From an optimization exercise on the open Yosys and OpenROAD flow, aimed at small area and a short achievable clock period; shortcuts taken in it are not production practice. At most, simulation tests tie the RTL to the original design; equivalence was not proved.

==> job 4184 <==
## fetch_unit
module fetch_unit (
	input  logic                   clock,
	input  logic                   reset,
	input  logic                   squash,
	input  logic [32-1:0]       rt_npc,
	input  logic [1:0]             dmem_command,
	input  logic                   btb_update_valid,
	input  logic [32-1:0]       btb_update_pc,
	input  logic                   btb_update_taken,
	input  logic [32-1:0]       btb_update_target,
	input  logic                   mem_response_valid,
	input  logic [64-1:0] mem_response_data,
	input  logic                   decode_pop,
	output logic                        mem_request_valid,
	output logic [32-1:0]            mem_request_addr,
	output logic                        decode_valid,
	output logic [32-1:0]            decode_inst,
	output logic [32-1:0]            decode_pc,
	output logic [32-1:0]            decode_npc
);
clock: 6.0 ns
lec_check: 0
cap_margin: 20
core_margin: 2
core_utilization: 55
setup_slack_margin: 3.0
slew_margin: 20
tns_end_percent: 5
run.sh (not shown) runs the stock make flow with config.mk's settings and CLKGATE_MAP_FILE= SYNTH_SCRIPT=/design/flow/synth_recipe.tcl, a recipe that flattens the netlist after the stock synthesis.
==> job 1878: changes against job 4184 <==
--- a/flow/design.v
+++ b/flow/design.v
@@ -62,27 +62,27 @@
 	logic [31:0] ic_sel;    
 	logic [15:0] bt_sel;    
 	logic [31:0] line_valid;
 	logic [23:0] line_tag   [32];
 	logic [63:0] line_data  [32];
 	logic        refill_wait;
 	logic        req_valid;
-	logic [31:3] req_addr;
+	logic [31:3] req_addr;      
+	logic [31:3] req_addr_out;  
 	logic [15:0] btb_valid;
 	logic [25:0] btb_tag    [16];
 	logic [31:0] btb_target [16];
 	logic [1:0]  btb_count  [16];
 	logic [31:0] h_inst;
 	logic [31:0] h_pc;
 	logic [31:0] h_npc;
 	logic [31:0] b_inst [3];
 	logic [31:0] b_pc   [3];
-	logic [2:0]  count;
-	logic        q_nonempty;   
-	logic        q_full;       
+	logic        q_nonempty;
+	logic        q_full;
 	logic        ic_valid_rd;
 	logic [23:0] ic_tag_rd;
 	logic [63:0] ic_data_rd;
 	logic        ic_hit;
 	logic [31:0] inst;
 	always_comb begin
 		ic_tag_rd  = '0;
@@ -165,14 +165,19 @@
 	end
 	always_ff @(posedge clock) begin
 		if (!refill_wait) begin
 			req_addr <= pc[31:3];
 		end
 	end
 	always_ff @(posedge clock) begin
+		if (!refill_wait && !ic_hit) begin
+			req_addr_out <= pc[31:3];
+		end
+	end
+	always_ff @(posedge clock) begin
 		for (int i = 0; i < 32; i++) begin
 			if (reset) begin
 				line_valid[i] <= 1'b0;
 			end else if (fill && fill_idx == 5'(i)) begin
 				line_valid[i] <= 1'b1;
 			end
 		end
@@ -182,35 +187,35 @@
 			if (fill && fill_idx == 5'(i)) begin
 				line_tag[i]  <= req_addr[31:8];
 				line_data[i] <= mem_response_data;
 			end
 		end
 	end
 	assign mem_request_valid = req_valid;
-	assign mem_request_addr  = {req_addr, 3'b000};
+	assign mem_request_addr  = {req_addr_out, 3'b000};
 	logic [3:0]  wr_idx;
 	logic [25:0] wr_tag;
 	logic        wr_hit;
 	logic        wr_valid_rd;
 	logic [25:0] wr_tag_rd;
-	logic [1:0]  wr_count_rd;
-	logic [1:0]  wr_count_nx;
 	assign wr_idx      = btb_update_pc[5:2];
 	assign wr_tag      = btb_update_pc[31:6];
 	assign wr_valid_rd = btb_valid[wr_idx];
 	assign wr_tag_rd   = btb_tag[wr_idx];
-	assign wr_count_rd = btb_count[wr_idx];
 	assign wr_hit      = wr_valid_rd && (wr_tag_rd == wr_tag);
-	always_comb begin
-		if (!wr_hit) begin
-			wr_count_nx = 2'b10;
-		end else if (btb_update_taken) begin
-			wr_count_nx = (wr_count_rd == 2'b11) ? 2'b11 : wr_count_rd + 2'b01;
-		end else begin
-			wr_count_nx = (wr_count_rd == 2'b00) ? 2'b00 : wr_count_rd - 2'b01;
+	logic [1:0] wr_count_nx [16];
+	always_comb begin
+		for (int i = 0; i < 16; i++) begin
+			if (!wr_hit) begin
+				wr_count_nx[i] = btb_update_taken ? 2'b10 : btb_count[i];
+			end else if (btb_update_taken) begin
+				wr_count_nx[i] = (btb_count[i] == 2'b11) ? 2'b11 : btb_count[i] + 2'b01;
+			end else begin
+				wr_count_nx[i] = (btb_count[i] == 2'b00) ? 2'b00 : btb_count[i] - 2'b01;
+			end
 		end
 	end
 	always_ff @(posedge clock) begin
 		for (int i = 0; i < 16; i++) begin
 			if (reset) begin
 				btb_valid[i] <= 1'b0;
 			end else if (btb_update_valid && btb_update_taken && wr_idx == 4'(i)) begin
@@ -221,51 +226,50 @@
 	always_ff @(posedge clock) begin
 		for (int i = 0; i < 16; i++) begin
 			if (btb_update_valid && wr_idx == 4'(i)) begin
 				if (btb_update_taken) begin
 					btb_tag[i]    <= wr_tag;
 					btb_target[i] <= btb_update_target;
 				end
-				if (btb_update_taken || wr_hit) begin
-					btb_count[i] <= wr_count_nx;
-				end
-			end
-		end
-	end
+				btb_count[i] <= wr_count_nx[i];
+			end
+		end
+	end
+	logic [4:0] cnt;
 	logic       do_pop;
-	logic [2:0] count_pop;    
-	logic [2:0] count_nx;
-	assign do_pop    = decode_pop && q_nonempty;
-	assign count_pop = count - {2'b00, do_pop};
-	assign count_nx  = count_pop + {2'b00, fetch_ok};
+	logic [4:0] cnt_nx;
+	assign do_pop = decode_pop && !cnt[0];
+	always_comb begin
+		if (do_pop && !fetch_ok)      cnt_nx = {1'b0, cnt[4:1]};
+		else if (fetch_ok && !do_pop) cnt_nx = {cnt[3:0], 1'b0};
+		else                          cnt_nx = cnt;
+	end
 	always_ff @(posedge clock) begin
 		if (reset || squash) begin
-			count      <= '0;
-			q_nonempty <= 1'b0;
-			q_full     <= 1'b0;
+			cnt <= 5'b00001;
 		end else begin
-			count      <= count_nx;
-			q_nonempty <= (count_nx != 3'd0);
-			q_full     <= (count_nx == 3'd4);
-		end
-	end
-	always_ff @(posedge clock) begin
-		if (count_pop == 3'd0) begin
+			cnt <= cnt_nx;
+		end
+	end
+	assign q_nonempty = !cnt[0];
+	assign q_full     = cnt[4];
+	always_ff @(posedge clock) begin
+		if (cnt[0] || (cnt[1] && decode_pop)) begin
 			h_inst <= inst;
 			h_pc   <= pc;
 			h_npc  <= npc;
-		end else if (do_pop) begin
+		end else if (decode_pop) begin
 			h_inst <= b_inst[0];
 			h_pc   <= b_pc[0];
-			h_npc  <= (count == 3'd2) ? pc : b_pc[1];
+			h_npc  <= cnt[2] ? pc : b_pc[1];
 		end
 	end
 	always_ff @(posedge clock) begin
 		for (int j = 0; j < 3; j++) begin
-			if (count_pop == 3'(j + 1)) begin
+			if ((cnt[j + 1] && !decode_pop) || (cnt[j + 2] && decode_pop)) begin
 				b_inst[j] <= inst;
 				b_pc[j]   <= pc;
 			end else if (do_pop && j < 2) begin
 				b_inst[j] <= b_inst[(j + 1) % 3];
 				b_pc[j]   <= b_pc[(j + 1) % 3];
 			end
 		end
==> job 1762: changes against job 4184 <==
--- a/flow/design.v
+++ b/flow/design.v
@@ -62,27 +62,27 @@
 	logic [31:0] ic_sel;    
 	logic [15:0] bt_sel;    
 	logic [31:0] line_valid;
 	logic [23:0] line_tag   [32];
 	logic [63:0] line_data  [32];
 	logic        refill_wait;
 	logic        req_valid;
-	logic [31:3] req_addr;
+	logic [31:3] req_addr;      
+	logic [31:3] req_addr_out;  
 	logic [15:0] btb_valid;
 	logic [25:0] btb_tag    [16];
 	logic [31:0] btb_target [16];
 	logic [1:0]  btb_count  [16];
 	logic [31:0] h_inst;
 	logic [31:0] h_pc;
 	logic [31:0] h_npc;
 	logic [31:0] b_inst [3];
 	logic [31:0] b_pc   [3];
-	logic [2:0]  count;
-	logic        q_nonempty;   
-	logic        q_full;       
+	logic        q_nonempty;
+	logic        q_full;
 	logic        ic_valid_rd;
 	logic [23:0] ic_tag_rd;
 	logic [63:0] ic_data_rd;
 	logic        ic_hit;
 	logic [31:0] inst;
 	always_comb begin
 		ic_tag_rd  = '0;
@@ -165,14 +165,19 @@
 	end
 	always_ff @(posedge clock) begin
 		if (!refill_wait) begin
 			req_addr <= pc[31:3];
 		end
 	end
 	always_ff @(posedge clock) begin
+		if (!refill_wait || mem_response_valid) begin
+			req_addr_out <= pc[31:3];
+		end
+	end
+	always_ff @(posedge clock) begin
 		for (int i = 0; i < 32; i++) begin
 			if (reset) begin
 				line_valid[i] <= 1'b0;
 			end else if (fill && fill_idx == 5'(i)) begin
 				line_valid[i] <= 1'b1;
 			end
 		end
@@ -182,35 +187,35 @@
 			if (fill && fill_idx == 5'(i)) begin
 				line_tag[i]  <= req_addr[31:8];
 				line_data[i] <= mem_response_data;
 			end
 		end
 	end
 	assign mem_request_valid = req_valid;
-	assign mem_request_addr  = {req_addr, 3'b000};
+	assign mem_request_addr  = {req_addr_out, 3'b000};
 	logic [3:0]  wr_idx;
 	logic [25:0] wr_tag;
 	logic        wr_hit;
 	logic        wr_valid_rd;
 	logic [25:0] wr_tag_rd;
-	logic [1:0]  wr_count_rd;
-	logic [1:0]  wr_count_nx;
 	assign wr_idx      = btb_update_pc[5:2];
 	assign wr_tag      = btb_update_pc[31:6];
 	assign wr_valid_rd = btb_valid[wr_idx];
 	assign wr_tag_rd   = btb_tag[wr_idx];
-	assign wr_count_rd = btb_count[wr_idx];
 	assign wr_hit      = wr_valid_rd && (wr_tag_rd == wr_tag);
-	always_comb begin
-		if (!wr_hit) begin
-			wr_count_nx = 2'b10;
-		end else if (btb_update_taken) begin
-			wr_count_nx = (wr_count_rd == 2'b11) ? 2'b11 : wr_count_rd + 2'b01;
-		end else begin
-			wr_count_nx = (wr_count_rd == 2'b00) ? 2'b00 : wr_count_rd - 2'b01;
+	logic [1:0] wr_count_nx [16];
+	always_comb begin
+		for (int i = 0; i < 16; i++) begin
+			if (!wr_hit) begin
+				wr_count_nx[i] = btb_update_taken ? 2'b10 : btb_count[i];
+			end else if (btb_update_taken) begin
+				wr_count_nx[i] = (btb_count[i] == 2'b11) ? 2'b11 : btb_count[i] + 2'b01;
+			end else begin
+				wr_count_nx[i] = (btb_count[i] == 2'b00) ? 2'b00 : btb_count[i] - 2'b01;
+			end
 		end
 	end
 	always_ff @(posedge clock) begin
 		for (int i = 0; i < 16; i++) begin
 			if (reset) begin
 				btb_valid[i] <= 1'b0;
 			end else if (btb_update_valid && btb_update_taken && wr_idx == 4'(i)) begin
@@ -221,51 +226,50 @@
 	always_ff @(posedge clock) begin
 		for (int i = 0; i < 16; i++) begin
 			if (btb_update_valid && wr_idx == 4'(i)) begin
 				if (btb_update_taken) begin
 					btb_tag[i]    <= wr_tag;
 					btb_target[i] <= btb_update_target;
 				end
-				if (btb_update_taken || wr_hit) begin
-					btb_count[i] <= wr_count_nx;
-				end
-			end
-		end
-	end
+				btb_count[i] <= wr_count_nx[i];
+			end
+		end
+	end
+	logic [4:0] cnt;
 	logic       do_pop;
-	logic [2:0] count_pop;    
-	logic [2:0] count_nx;
-	assign do_pop    = decode_pop && q_nonempty;
-	assign count_pop = count - {2'b00, do_pop};
-	assign count_nx  = count_pop + {2'b00, fetch_ok};
+	logic [4:0] cnt_nx;
+	assign do_pop = decode_pop && !cnt[0];
+	always_comb begin
+		if (do_pop && !fetch_ok)      cnt_nx = {1'b0, cnt[4:1]};
+		else if (fetch_ok && !do_pop) cnt_nx = {cnt[3:0], 1'b0};
+		else                          cnt_nx = cnt;
+	end
 	always_ff @(posedge clock) begin
 		if (reset || squash) begin
-			count      <= '0;
-			q_nonempty <= 1'b0;
-			q_full     <= 1'b0;
+			cnt <= 5'b00001;
 		end else begin
-			count      <= count_nx;
-			q_nonempty <= (count_nx != 3'd0);
-			q_full     <= (count_nx == 3'd4);
-		end
-	end
-	always_ff @(posedge clock) begin
-		if (count_pop == 3'd0) begin
+			cnt <= cnt_nx;
+		end
+	end
+	assign q_nonempty = !cnt[0];
+	assign q_full     = cnt[4];
+	always_ff @(posedge clock) begin
+		if (cnt[0] || (cnt[1] && decode_pop)) begin
 			h_inst <= inst;
 			h_pc   <= pc;
 			h_npc  <= npc;
-		end else if (do_pop) begin
+		end else if (decode_pop) begin
 			h_inst <= b_inst[0];
 			h_pc   <= b_pc[0];
-			h_npc  <= (count == 3'd2) ? pc : b_pc[1];
+			h_npc  <= cnt[2] ? pc : b_pc[1];
 		end
 	end
 	always_ff @(posedge clock) begin
 		for (int j = 0; j < 3; j++) begin
-			if (count_pop == 3'(j + 1)) begin
+			if ((cnt[j + 1] && !decode_pop) || (cnt[j + 2] && decode_pop)) begin
 				b_inst[j] <= inst;
 				b_pc[j]   <= pc;
 			end else if (do_pop && j < 2) begin
 				b_inst[j] <= b_inst[(j + 1) % 3];
 				b_pc[j]   <= b_pc[(j + 1) % 3];
 			end
 		end
==> flow/config.mk (replaced) <==
export PLATFORM = sky130hd
export DESIGN_NAME = fetch_unit
export DESIGN_NICKNAME = fetch_unit
export VERILOG_FILES = /design/flow/design.v
export SDC_FILE = /design/flow/constraint.sdc
export NUM_CORES = 4
export LEC_CHECK = 0
export CAP_MARGIN = 10
export CORE_MARGIN = 2
export CORE_UTILIZATION = 55
export CTS_CLUSTER_DIAMETER = 80
export CTS_CLUSTER_SIZE = 20
export SETUP_SLACK_MARGIN = 3.0
export SLEW_MARGIN = 10
export TNS_END_PERCENT = 5
==> job 998: changes against job 4184 <==
==> flow/config.mk (replaced) <==
export PLATFORM = sky130hd
export DESIGN_NAME = fetch_unit
export DESIGN_NICKNAME = fetch_unit
export VERILOG_FILES = /design/flow/design.v
export SDC_FILE = /design/flow/constraint.sdc
export NUM_CORES = 4
export LEC_CHECK = 0
export CAP_MARGIN = 10
export CORE_MARGIN = 2
export CORE_UTILIZATION = 55
export CTS_CLUSTER_DIAMETER = 80
export CTS_CLUSTER_SIZE = 20
export SETUP_SLACK_MARGIN = 3.0
export SLEW_MARGIN = 10
export TNS_END_PERCENT = 5
==> comparison table <==
item	job 1762	job 1878	job 4184	job 998
Result of the run	no timing/DRC/antenna violations	no timing/DRC/antenna violations	no timing/DRC/antenna violations	no timing/DRC/antenna violations
Part of the cycle the worst path needs	0.6998	0.6360	0.5967	0.6320
Nets	10670	10790	10710	10520
Total routed wirelength	671.5 mm	669.5 mm	651.7 mm	645.0 mm
Initial standard-cell utilization of the core	0.5532	0.5537	0.5540	0.5540
Clock latency on the worst-skew pair	0.96 ns	1.00 ns	1.00 ns	0.99 ns
Area used by sequential logic in the layout	126700 sq um	126700 sq um	125800 sq um	125800 sq um
Internal reg-to-reg setup slack	1.87 ns	2.18 ns	2.42 ns	2.38 ns
Synthesized-area fraction occupied by ao, oa, aoi and oai cells	0.1103	0.1100	0.1072	0.1072
Routability congestion estimate	1.034	1.030	1.034	1.034
Number of vias in the routed layout	107700	109300	107000	105500
Number of ordinary inverters in the final layout	77	66	48	48
Number of vias per cell	7.399	7.309	7.213	7.340
Mux cell area share after synthesis	0.01537	0.01501	0.02105	0.02105
Wire length of the first global-routing pass	886.4 mm	886.3 mm	866.4 mm	857.6 mm
Clock-pin slew of the registers on the worst-case setup and hold paths	0.08 ns	0.06 ns	0.06 ns	0.09 ns
H-tree lvl count	5	5	5	4
Row cnt	199	199	198	198
Number of global-route vias before repair	99850	100800	99360	97420
Placed cells	13760	13740	13550	13550
Met1 wire length	235.4 mm	234.7 mm	233.4 mm	235.9 mm
Synth Area in XOR/XNOR	0.02641	0.02599	0.02673	0.02673
GRT met3 Usage	0.1255	0.1212	0.09875	0.09092
Smallest hold slack	0.4759 ns	0.4671 ns	0.4698 ns	0.4745 ns
DRT Pass-1 Iters	8	9	9	7
Final setup margin	1.801 ns	2.184 ns	2.420 ns	2.208 ns
Worst Setup Start Kind	primary input	register	primary input	primary input
The RTL of job 1878 and job 1762 was laid out without a check of its function.

## what the ideal ports hide
Ports are ideal in the flow. The routed layouts listed here were re-timed in OpenROAD.
Step 1, drivers: a clkbuf_16 drives clock and a buf_2 each remaining input, both assumed.
Step 2, shift: input delay + t, output delay - t, t = (earliest + latest rising clock arrival at the registers) / 2. This alone moves slack from input paths to output paths.
a / b / c = ideal ports / drivers / drivers and shift; a / b = the first two.
run	shift t [ns]	setup slack, ns	worst slew at a driven data input, ns
job 4184	1.080	2.420 / 2.323 / 1.243	0.29
job 1878	1.061	2.184 / 2.173 / 1.112	0.29
job 1762	1.026	1.801 / 1.700 / 0.673	0.31
job 998	1.059	2.208 / 2.187 / 1.128	0.26
After both steps every run listed still meets setup and hold. For job 4184, which loses most, drivers alone change the setup slack by -0.097 ns; drivers and shift together by -1.177 ns.
